From an optimization exercise on the open Yosys and OpenROAD flow, aimed at small area and a short achievable clock period; shortcuts taken in it are not production practice.
Only simulation tests tie the RTL to the original design; equivalence was not proved.
Power and IR drop assume default switching activity.

**flow/run.sh**
```bash
#!/bin/bash
# synth_recipe.tcl (not shown) runs the flow's synth.tcl, then flattens the netlist and writes it again
# the make line also repeats each setting of config.mk as NAME=value (left out here)
make -C /OpenROAD-flow-scripts/flow DESIGN_CONFIG=/design/flow/config.mk WORK_HOME=/design/flow/orfs CLKGATE_MAP_FILE= SYNTH_SCRIPT=/design/flow/synth_recipe.tcl finish
```
**flow/config.mk**
```make
export PLATFORM = sky130hd
export DESIGN_NAME = uart_dbg_top
export DESIGN_NICKNAME = uart_dbg_top
export VERILOG_FILES = /design/flow/design.v
export SDC_FILE = /design/flow/constraint.sdc
export NUM_CORES = 4
export LEC_CHECK = 0
export CAP_MARGIN = 20
export CORE_MARGIN = 2
export CORE_UTILIZATION = 40
export SLEW_MARGIN = 20
```
**flow/constraint.sdc**
```tcl
create_clock -name core_clock -period 5.0 [get_ports {clk}]
set_input_delay 1.0000 -clock core_clock [delete_from_list [all_inputs] [get_ports {clk}]]
set_output_delay 1.0000 -clock core_clock [all_outputs]
set_load 0.01 [all_outputs]
```
**flow/design.v**
```verilog
package uart_pkg;
  typedef logic [7:0] byte_t;
  typedef enum logic [1:0] {
    RX_IDLE,
    RX_START,
    RX_DATA,
    RX_STOP
  } rx_state_e;
  typedef enum logic [1:0] {
    TX_IDLE,
    TX_START,
    TX_DATA,
    TX_STOP
  } tx_state_e;
endpackage
package dbg_pkg;
  typedef enum logic [7:0] {
    CODE_EOT  = 8'h04,
    CODE_ACK  = 8'h06,
    CMD_READ  = 8'h11,
    CMD_WRITE = 8'h12
  } cmd_e;
  typedef logic [$clog2(256)-1:0] mem_addr_t;
  typedef logic [15:0] len_t;
  typedef enum logic [2:0] {
    ENG_IDLE,
    ENG_ADDR,
    ENG_LEN,
    ENG_ACK,
    ENG_DATA,
    ENG_EOT
  } eng_state_e;
endpackage
module uart_rx (
  input  logic            clk,
  input  logic            arst_n_i,
  input  logic            uart_rx_i,
  output uart_pkg::byte_t rx_data_o,
  output logic            rx_valid_o
);
  localparam int CPB   = 8;
  localparam int CNT_W = $clog2(CPB);
  logic [1:0]       sync_q;
  logic             rx_bit;
  uart_pkg::rx_state_e        state_q;
  logic [CNT_W-1:0] cnt_q;
  logic [2:0]       bit_idx_q;
  uart_pkg::byte_t            shift_q;
  logic             half_end;
  logic             bit_end;
  assign rx_bit    = sync_q[1];
  assign half_end  = (cnt_q == CNT_W'(CPB / 2 - 1));
  assign bit_end   = (cnt_q == CNT_W'(CPB - 1));
  assign rx_data_o = shift_q;
  always_ff @(posedge clk or negedge arst_n_i) begin
    if (!arst_n_i) begin
      sync_q <= 2'b11;
    end else begin
      sync_q <= {sync_q[0], uart_rx_i};
    end
  end
  always_ff @(posedge clk or negedge arst_n_i) begin
    if (!arst_n_i) begin
      state_q    <= uart_pkg::RX_IDLE;
      cnt_q      <= '0;
      bit_idx_q  <= '0;
      rx_valid_o <= 1'b0;
    end else begin
      rx_valid_o <= 1'b0;
      case (state_q)
        uart_pkg::RX_IDLE: begin
          cnt_q <= '0;
          if (!rx_bit) begin
            state_q <= uart_pkg::RX_START;
          end
        end
        uart_pkg::RX_START: begin
          cnt_q <= cnt_q + 1'b1;
          if (half_end) begin
            cnt_q   <= '0;
            state_q <= rx_bit ? uart_pkg::RX_IDLE : uart_pkg::RX_DATA;
          end
        end
        uart_pkg::RX_DATA: begin
          cnt_q <= cnt_q + 1'b1;
          if (bit_end) begin
            bit_idx_q <= bit_idx_q + 1'b1;
            if (bit_idx_q == 3'd7) begin
              state_q <= uart_pkg::RX_STOP;
            end
          end
        end
        uart_pkg::RX_STOP: begin
          cnt_q <= cnt_q + 1'b1;
          if (bit_end) begin
            rx_valid_o <= rx_bit;
            state_q    <= uart_pkg::RX_IDLE;
          end
        end
        default: begin
          state_q <= uart_pkg::RX_IDLE;
        end
      endcase
    end
  end
  always_ff @(posedge clk) begin
    if (state_q == uart_pkg::RX_DATA && bit_end) begin
      shift_q <= {rx_bit, shift_q[7:1]};
    end
  end
endmodule
module byte_fifo #(
  parameter int DEPTH = 16
) (
  input  logic            clk,
  input  logic            arst_n_i,
  input  logic            push_i,
  input  uart_pkg::byte_t data_i,
  input  logic            pop_i,
  output uart_pkg::byte_t data_o,
  output logic            full_o,
  output logic            empty_o
);
  localparam int PTR_W = $clog2(DEPTH);
  localparam int CNT_W = $clog2(DEPTH + 1);
  uart_pkg::byte_t            mem_q [DEPTH];
  logic [PTR_W-1:0] wptr_q;
  logic [PTR_W-1:0] rptr_q;
  logic [CNT_W-1:0] count_q;
  logic             do_push;
  logic             do_pop;
  assign full_o  = (count_q == CNT_W'(DEPTH));
  assign empty_o = (count_q == '0);
  assign do_push = push_i && !full_o;
  assign do_pop  = pop_i && !empty_o;
  assign data_o  = mem_q[rptr_q];
  always_ff @(posedge clk or negedge arst_n_i) begin
    if (!arst_n_i) begin
      wptr_q  <= '0;
      rptr_q  <= '0;
      count_q <= '0;
    end else begin
      if (do_push) begin
        wptr_q <= (wptr_q == PTR_W'(DEPTH - 1)) ? '0 : wptr_q + 1'b1;
      end
      if (do_pop) begin
        rptr_q <= (rptr_q == PTR_W'(DEPTH - 1)) ? '0 : rptr_q + 1'b1;
      end
      count_q <= count_q + CNT_W'(do_push) - CNT_W'(do_pop);
    end
  end
  always_ff @(posedge clk) begin
    if (do_push) begin
      mem_q[wptr_q] <= data_i;
    end
  end
endmodule
module uart_tx (
  input  logic            clk,
  input  logic            arst_n_i,
  input  uart_pkg::byte_t tx_data_i,
  input  logic            tx_pending_i,
  output logic            tx_pop_o,
  output logic            uart_tx_o
);
  localparam int CPB   = 8;
  localparam int CNT_W = $clog2(CPB);
  uart_pkg::tx_state_e        state_q;
  logic [CNT_W-1:0] cnt_q;
  logic [2:0]       bit_idx_q;
  uart_pkg::byte_t            shift_q;
  logic             bit_end;
  logic             shift_en;
  assign bit_end  = (cnt_q == CNT_W'(CPB - 1));
  assign shift_en = bit_end && (state_q == uart_pkg::TX_START || state_q == uart_pkg::TX_DATA);
  assign tx_pop_o = tx_pending_i &&
                    (state_q == uart_pkg::TX_IDLE || (state_q == uart_pkg::TX_STOP && bit_end));
  always_ff @(posedge clk or negedge arst_n_i) begin
    if (!arst_n_i) begin
      state_q   <= uart_pkg::TX_IDLE;
      cnt_q     <= '0;
      bit_idx_q <= '0;
      uart_tx_o <= 1'b1;
    end else begin
      cnt_q <= bit_end ? '0 : cnt_q + 1'b1;
      case (state_q)
        uart_pkg::TX_IDLE: begin
          cnt_q <= '0;
          if (tx_pop_o) begin
            state_q   <= uart_pkg::TX_START;
            uart_tx_o <= 1'b0;
          end
        end
        uart_pkg::TX_START: begin
          if (bit_end) begin
            state_q   <= uart_pkg::TX_DATA;
            bit_idx_q <= '0;
            uart_tx_o <= shift_q[0];
          end
        end
        uart_pkg::TX_DATA: begin
          if (bit_end) begin
            bit_idx_q <= bit_idx_q + 1'b1;
            if (bit_idx_q == 3'd7) begin
              state_q   <= uart_pkg::TX_STOP;
              uart_tx_o <= 1'b1;
            end else begin
              uart_tx_o <= shift_q[0];
            end
          end
        end
        uart_pkg::TX_STOP: begin
          if (bit_end) begin
            state_q   <= tx_pop_o ? uart_pkg::TX_START : uart_pkg::TX_IDLE;
            uart_tx_o <= !tx_pop_o;
          end
        end
        default: begin
          state_q <= uart_pkg::TX_IDLE;
        end
      endcase
    end
  end
  always_ff @(posedge clk) begin
    if (tx_pop_o) begin
      shift_q <= tx_data_i;
    end else if (shift_en) begin
      shift_q <= {1'b0, shift_q[7:1]};
    end
  end
endmodule
module dbg_engine (
  input  logic               clk,
  input  logic               arst_n_i,
  input  uart_pkg::byte_t    rx_data_i,
  input  logic               rx_empty_i,
  output logic               rx_pop_o,
  output uart_pkg::byte_t    tx_data_o,
  output logic               tx_push_o,
  input  logic               tx_full_i,
  output logic               mem_req_o,
  output logic               mem_we_o,
  output dbg_pkg::mem_addr_t mem_addr_o,
  output uart_pkg::byte_t    mem_wdata_o,
  input  uart_pkg::byte_t    mem_rdata_i
);
  dbg_pkg::eng_state_e state_q;
  logic       is_write_q;
  logic [2:0] cnt_q;
  dbg_pkg::mem_addr_t  addr_q;
  dbg_pkg::len_t       len_q;
  logic       rd_pend_q;
  always_comb begin
    rx_pop_o    = 1'b0;
    tx_push_o   = 1'b0;
    tx_data_o   = dbg_pkg::CODE_ACK;
    mem_req_o   = 1'b0;
    mem_we_o    = is_write_q;
    mem_addr_o  = addr_q;
    mem_wdata_o = rx_data_i;
    case (state_q)
      dbg_pkg::ENG_IDLE: begin
        if (!rx_empty_i) begin
          if (rx_data_i == dbg_pkg::CODE_ACK) begin
            rx_pop_o  = !tx_full_i;
            tx_push_o = !tx_full_i;
          end else begin
            rx_pop_o = 1'b1;
          end
        end
      end
      dbg_pkg::ENG_ADDR, dbg_pkg::ENG_LEN: begin
        rx_pop_o = !rx_empty_i;
      end
      dbg_pkg::ENG_ACK: begin
        tx_push_o = !tx_full_i;
      end
      dbg_pkg::ENG_DATA: begin
        if (len_q != '0) begin
          if (is_write_q) begin
            rx_pop_o  = !rx_empty_i;
            mem_req_o = !rx_empty_i;
          end else if (!rd_pend_q) begin
            mem_req_o = 1'b1;
          end else begin
            tx_push_o = !tx_full_i;
            tx_data_o = mem_rdata_i;
          end
        end
      end
      dbg_pkg::ENG_EOT: begin
        tx_push_o = !tx_full_i;
        tx_data_o = dbg_pkg::CODE_EOT;
      end
      default: begin
        rx_pop_o = 1'b0;
      end
    endcase
  end
  always_ff @(posedge clk or negedge arst_n_i) begin
    if (!arst_n_i) begin
      state_q    <= dbg_pkg::ENG_IDLE;
      is_write_q <= 1'b0;
      cnt_q      <= '0;
      addr_q     <= '0;
      len_q      <= '0;
      rd_pend_q  <= 1'b0;
    end else begin
      case (state_q)
        dbg_pkg::ENG_IDLE: begin
          if (rx_pop_o && (rx_data_i == dbg_pkg::CMD_READ || rx_data_i == dbg_pkg::CMD_WRITE)) begin
            is_write_q <= (rx_data_i == dbg_pkg::CMD_WRITE);
            cnt_q      <= '0;
            state_q    <= dbg_pkg::ENG_ADDR;
          end
        end
        dbg_pkg::ENG_ADDR: begin
          if (rx_pop_o) begin
            cnt_q <= cnt_q + 1'b1;
            if (cnt_q == 3'd0) begin
              addr_q <= dbg_pkg::mem_addr_t'(rx_data_i);
            end
            if (cnt_q == 3'd7) begin
              state_q <= dbg_pkg::ENG_LEN;
            end
          end
        end
        dbg_pkg::ENG_LEN: begin
          if (rx_pop_o) begin
            cnt_q <= cnt_q + 1'b1;
            if (cnt_q == 3'd0) begin
              len_q[7:0] <= rx_data_i;
            end
            if (cnt_q == 3'd1) begin
              len_q[15:8] <= rx_data_i;
            end
            if (cnt_q == 3'd7) begin
              state_q <= dbg_pkg::ENG_ACK;
            end
          end
        end
        dbg_pkg::ENG_ACK: begin
          if (tx_push_o) begin
            rd_pend_q <= 1'b0;
            state_q   <= dbg_pkg::ENG_DATA;
          end
        end
        dbg_pkg::ENG_DATA: begin
          if (len_q == '0) begin
            state_q <= dbg_pkg::ENG_EOT;
          end else if (is_write_q) begin
            if (rx_pop_o) begin
              addr_q <= addr_q + 1'b1;
              len_q  <= len_q - 1'b1;
            end
          end else if (!rd_pend_q) begin
            rd_pend_q <= 1'b1;
          end else if (tx_push_o) begin
            rd_pend_q <= 1'b0;
            addr_q    <= addr_q + 1'b1;
            len_q     <= len_q - 1'b1;
          end
        end
        dbg_pkg::ENG_EOT: begin
          if (tx_push_o) begin
            state_q <= dbg_pkg::ENG_IDLE;
          end
        end
        default: begin
          state_q <= dbg_pkg::ENG_IDLE;
        end
      endcase
    end
  end
endmodule
module dbg_mem (
  input  logic               clk,
  input  logic               mem_req_i,
  input  logic               mem_we_i,
  input  dbg_pkg::mem_addr_t mem_addr_i,
  input  uart_pkg::byte_t    mem_wdata_i,
  output uart_pkg::byte_t    mem_rdata_o
);
  uart_pkg::byte_t mem_q [256];
  always_ff @(posedge clk) begin
    if (mem_req_i) begin
      if (mem_we_i) begin
        mem_q[mem_addr_i] <= mem_wdata_i;
      end else begin
        mem_rdata_o <= mem_q[mem_addr_i];
      end
    end
  end
endmodule
module uart_dbg_top (
  input  logic clk,
  input  logic arst_n_i,
  input  logic uart_rx_i,
  output logic uart_tx_o,
  output logic rx_overrun_o
);
  uart_pkg::byte_t     rx_data;
  logic      rx_valid;
  uart_pkg::byte_t     rx_head;
  logic      rx_pop;
  logic      rx_full;
  logic      rx_empty;
  uart_pkg::byte_t     tx_data;
  logic      tx_push;
  logic      tx_full;
  logic      tx_empty;
  uart_pkg::byte_t     tx_head;
  logic      tx_pop;
  logic      mem_req;
  logic      mem_we;
  dbg_pkg::mem_addr_t mem_addr;
  uart_pkg::byte_t     mem_wdata;
  uart_pkg::byte_t     mem_rdata;
  uart_rx u_uart_rx (
    .clk        (clk),
    .arst_n_i   (arst_n_i),
    .uart_rx_i  (uart_rx_i),
    .rx_data_o  (rx_data),
    .rx_valid_o (rx_valid)
  );
  byte_fifo #(
    .DEPTH (16)
  ) u_rx_fifo (
    .clk      (clk),
    .arst_n_i (arst_n_i),
    .push_i   (rx_valid),
    .data_i   (rx_data),
    .pop_i    (rx_pop),
    .data_o   (rx_head),
    .full_o   (rx_full),
    .empty_o  (rx_empty)
  );
  always_ff @(posedge clk or negedge arst_n_i) begin
    if (!arst_n_i) begin
      rx_overrun_o <= 1'b0;
    end else if (rx_valid && rx_full) begin
      rx_overrun_o <= 1'b1;
    end
  end
  dbg_engine u_dbg_engine (
    .clk         (clk),
    .arst_n_i    (arst_n_i),
    .rx_data_i   (rx_head),
    .rx_empty_i  (rx_empty),
    .rx_pop_o    (rx_pop),
    .tx_data_o   (tx_data),
    .tx_push_o   (tx_push),
    .tx_full_i   (tx_full),
    .mem_req_o   (mem_req),
    .mem_we_o    (mem_we),
    .mem_addr_o  (mem_addr),
    .mem_wdata_o (mem_wdata),
    .mem_rdata_i (mem_rdata)
  );
  dbg_mem u_dbg_mem (
    .clk         (clk),
    .mem_req_i   (mem_req),
    .mem_we_i    (mem_we),
    .mem_addr_i  (mem_addr),
    .mem_wdata_i (mem_wdata),
    .mem_rdata_o (mem_rdata)
  );
  byte_fifo #(
    .DEPTH (16)
  ) u_tx_fifo (
    .clk      (clk),
    .arst_n_i (arst_n_i),
    .push_i   (tx_push),
    .data_i   (tx_data),
    .pop_i    (tx_pop),
    .data_o   (tx_head),
    .full_o   (tx_full),
    .empty_o  (tx_empty)
  );
  uart_tx u_uart_tx (
    .clk          (clk),
    .arst_n_i     (arst_n_i),
    .tx_data_i    (tx_head),
    .tx_pending_i (!tx_empty),
    .tx_pop_o     (tx_pop),
    .uart_tx_o    (uart_tx_o)
  );
endmodule
```
==> run summary <==
-- kinds of logic after synthesis --
| kind of cell | count (synthesis) |
|---|---|
| DFF | 2407 |
| and+or+nand+nor | 614 |
| muxes | 753 |
| adders and majority gates | 48 |
| xor gates and xnor gates | 14 |
| AOI/OAI and AO/OA | 218 |
| buffers and inverters | 300 |
-- state kept, by name, indices dropped and copies added, names as in the netlist, 5 cells and up, named ones only --
name / cells
u_tx_fifo.count_q: 5
u_dbg_mem.mem_q: 2048
u_uart_rx.shift_q: 8
u_rx_fifo.mem_q: 128
u_dbg_engine.addr_q: 8
u_tx_fifo.mem_q: 128
u_dbg_engine.len_q: 16
u_dbg_mem.mem_rdata_o: 8
u_rx_fifo.count_q: 5
u_uart_tx.shift_q: 8
-- layout by cell type, fill, tap and decap left out, types with 22 or more instances in the layout --
master     Yosys  final
a22oi_1       23     23
buf_4         14    176
mux4_2       707    707
edfxtp_1    2328   2328
dfrtp_1       76     70
ha_1          46     46
bufinv_16      0     22
o21ai_0       43     42
inv_1         45     42
nor3_1        27     24
nor2_1       332    330
nand2_1       83     73
clkinv_1       0     63
nand3_1       54     50
mux2i_1       24     24
buf_12         0     40
clkinv_2       0     35
clkbuf_16      0    240
a21oi_1       45     42
clkbuf_1     129     49
-- worst register-to-register path: stages (launching register included) --
cell,delay (ps)
dfrtp_1,810
mux4_2,590
mux2_2,300
nor4_2,470
nand4_1,210
o2bb2ai_2,330
or2_2,210
inv_1,60
ha_1,270
inv_1,40
ha_1,210
fa_1,450
a21oi_1,180
nor2_1,60
nor2_1,110
xnor2_1,120
-- power by group through the flow --
stage	Sequential (mW)	Combinational (mW)	Clock, mW
after detailed placement	28.8	21.6	0
after global placement	28.8	21.2	0
after floorplan	28.8	13.0	0
after CTS	28.4	21.6	18.0
after global routing	28.5	22.7	18.8
final	28.4	21.3	17.7
-- layout make-up --
cell class              count  share of cell area
diodes                      2           0.0000466
repair buffers            219              0.0200
well taps                3150              0.0367
inverters                  45             0.00178
clock buffers             291              0.0578
clock inverters           153              0.0143
flip-flops and latches   2407               0.669
multi-input cells        1647               0.200
-- stage by stage --
step                TNS, ps  std cells  utilization  hold slack, ps  cell area [sq um]
finish                    0       7914        0.457             202             108000
detailed placement        0       7468        0.424             347              99700
floorplan            -38750       4354            -             345              94700
global placement          0       7468        0.424             351              99700
CTS                       0       7912        0.457             170             108000
global route              0       7913        0.457             214             108000
-- final timing paths --
path | slack, ps | end | start
worst max-delay path | 510 | u_rx_fifo.count_q[4]$_DFF_PN0_ | u_rx_fifo.rptr_q[1]$_DFFE_PN0P_
worst min-delay path | 200 | u_uart_tx.bit_idx_q[2]$_DFFE_PN0P_ | arst_n_i
worst max register to register | 510 | u_rx_fifo.count_q[4]$_DFF_PN0_ | u_rx_fifo.rptr_q[1]$_DFFE_PN0P_
worst min register to register | 360 | u_uart_rx.sync_q[1]$_DFF_PN1_ | u_uart_rx.sync_q[0]$_DFF_PN1_
max in group asynchronous | 3940 | u_dbg_engine.addr_q[1]$_DFFE_PN0P_ | arst_n_i
min in group core_clock | 360 | u_uart_rx.sync_q[1]$_DFF_PN1_ | u_uart_rx.sync_q[0]$_DFF_PN1_
-- layer usage --
layer / global-route usage / wire [microns] / vias up
li1: - / - / 18600
met4: 0.0536 / 6360 / 0
met2: 0.298 / 109000 / 1593
met1: 0.268 / 96600 / 24600
met3: 0.0275 / 13800 / 349
met5: 0 / 0 / -
==> results.sh <==
export IMPL_crit_fanout=12
export IMPL_synth_compound_area_frac=0.0155
export IMPL_swShare=0.328
export IMPL_syn_num_nets=4405
export IMPL_final_hold_viol_count=0
export IMPL_period_minus_slack_ps=4490
export IMPL_status="timing/DRC/antenna clean"
export IMPL_drv_slew=0
export IMPL_ir_drop_uv=997
export IMPL_worstSetupPathType="reg2reg"
export IMPL_required_ps=5800
export IMPL_die_h_microns=490
export IMPL_powerDensity_mw_per_mm2=628
export IMPL_register_area_sq_mm=0.0719
export IMPL_gp_congestion=0.803
export IMPL_root_buffer="clkbuf_16"
export IMPL_synth_top_cell_area_share=0.739
export IMPL_worstRegToRegCells=15
export IMPL_synth_most_common_cell="edfxtp_1"
export IMPL_seq_area_frac_synth=0.760
export IMPL_vias=45200
export IMPL_die_w_microns=490
export IMPL_antenna_left=0
export IMPL_synth_area_leaders="edfxtp_1, mux4_2, dfrtp_1"
export IMPL_power_leakage_nw=33.5
export IMPL_coreArea_sq_mm=0.235
export IMPL_yosysUniqueCellTypes=70
export IMPL_switchingPower_mw=22.2
export IMPL_max_freq_ghz=0.223
export IMPL_path_buf_inv=2
export IMPL_synthArstFlopShare=0.0328
export IMPL_cp_slowest_cell="dfrtp_1"
export IMPL_grt_setup_unrepaired="false"
export IMPL_cap_violations=0
export IMPL_nNetsFinal=4610
export IMPL_synth_top_area_cell="edfxtp_1"
export IMPL_p_total_mw=67.5
export IMPL_postCtsSetupBuffers=0
export IMPL_hold_buffers=0
export IMPL_routed_wl_microns=226000
export IMPL_drc_errors=0
export IMPL_drive_gt1_frac=0.279
export IMPL_ys_flop_type="edfxtp_1"
export IMPL_tightest_slew_ps=1230
export IMPL_grt_pass1_wl_microns=330000
export IMPL_avgViaCountPerCell=5.71
export IMPL_worst_slack_ps=506
export IMPL_nFillCells=19500
export IMPL_cp_start_kind="register"
export IMPL_crit_chain="mux4_2 > mux2_2 > nor4_2 > nand4_1 > o2bb2ai_2 > or2_2 > inv_1 > ha_1 > inv_1 > ha_1 > fa_1 > a21oi_1 > nor2_1 > nor2_1 > xnor2_1"
export IMPL_maxSlewHeadroom=0.178
export IMPL_post_drt_wl_per_cell_microns=28.6
export IMPL_syn_inst=4354
export IMPL_skew_ps=61.2
export IMPL_cp_depth=15
export IMPL_io_pins=5
export IMPL_slowest_delay_ps=810
export IMPL_yosys_warnings=6
export IMPL_drtIter0Drc=5143
export IMPL_yosys_top_cells_count="edfxtp_1, mux4_2, nor2_1"
export IMPL_yosys_area_share_simple=0.0296
export IMPL_hold_path_class="in2async"
export IMPL_cts_tree="yes"
export IMPL_multi_input_area_sq_mm=0.0216
export IMPL_syn_cell_area_sq_mm=0.0946
export IMPL_dp_slack_ps=493
export IMPL_finalCritPeriodShare=0.899
export IMPL_start_util=0.402
export IMPL_grt_overflow=0
export IMPL_synth_mux_area_frac=0.173
export IMPL_end_kind="register"
export IMPL_clk_pin_slew_ps=70
export IMPL_rows=178
export IMPL_fp_dieArea_sq_mm=0.240
export IMPL_clockPowerShare=0.262
export IMPL_cp_top_family="simple AND/OR/NAND/NOR gates"
export IMPL_hpwl_microns=139000
export IMPL_avgSynthCellArea_sq_um=21.7
export IMPL_critPathArrivalTime_ps=5300
export IMPL_cts_buffer_depth=3
export IMPL_seqPwrFrac=0.421
export IMPL_grt_max_degree=185
export IMPL_ys_ff_latch=2407
export IMPL_numCtsBuffers=239
export IMPL_synth_top_family_by_area="multiplexers"
export IMPL_ctsResizeCount=0
export IMPL_combPwrFrac=0.316
export IMPL_synth_xor_area_frac=0.00130
export IMPL_cts_sinks=2407
export IMPL_synth_edf_count=2328
export IMPL_clock_latency_ps=910
export IMPL_io_buffer_count=4
export IMPL_antenna_found_initial=4
export IMPL_track_usage=0.186
export IMPL_area_growth_syn_to_layout_pct=13.6
export IMPL_synthAdderAreaFrac=0.00651
export IMPL_p_int_mw=45.3
export IMPL_finalSetupViolCount=0
export IMPL_grt_pass1_vias=45700
export IMPL_dr_pass1_iters=6
export IMPL_cts_max_level=4

-- what the ideal ports hide --
Ports are ideal in the flow. The routed layout listed here was re-timed in OpenROAD.
Step 1 sets driving cells, clkbuf_16 on the clock port and buf_2 on the other inputs (assumed; they add their load-dependent delay and slew).
Step 2 times the ports against the registers' clock, not the clock port: input delays grow and output delays shrink by t, the midpoint of the rising clock arrivals with the driver on.
a / b / c = no drivers / after step 1 / after step 2; a / b = the first two.
t (ns): 0.960
setup WS [ns]: 0.506 / 0.506 / 0.506
latest minus earliest clock arrival (ns): 0.073 / 0.073
After both steps this run still meets setup and hold. The setup slack of this run moves by 0.000 ns with the drivers and by 0.000 ns with both steps.
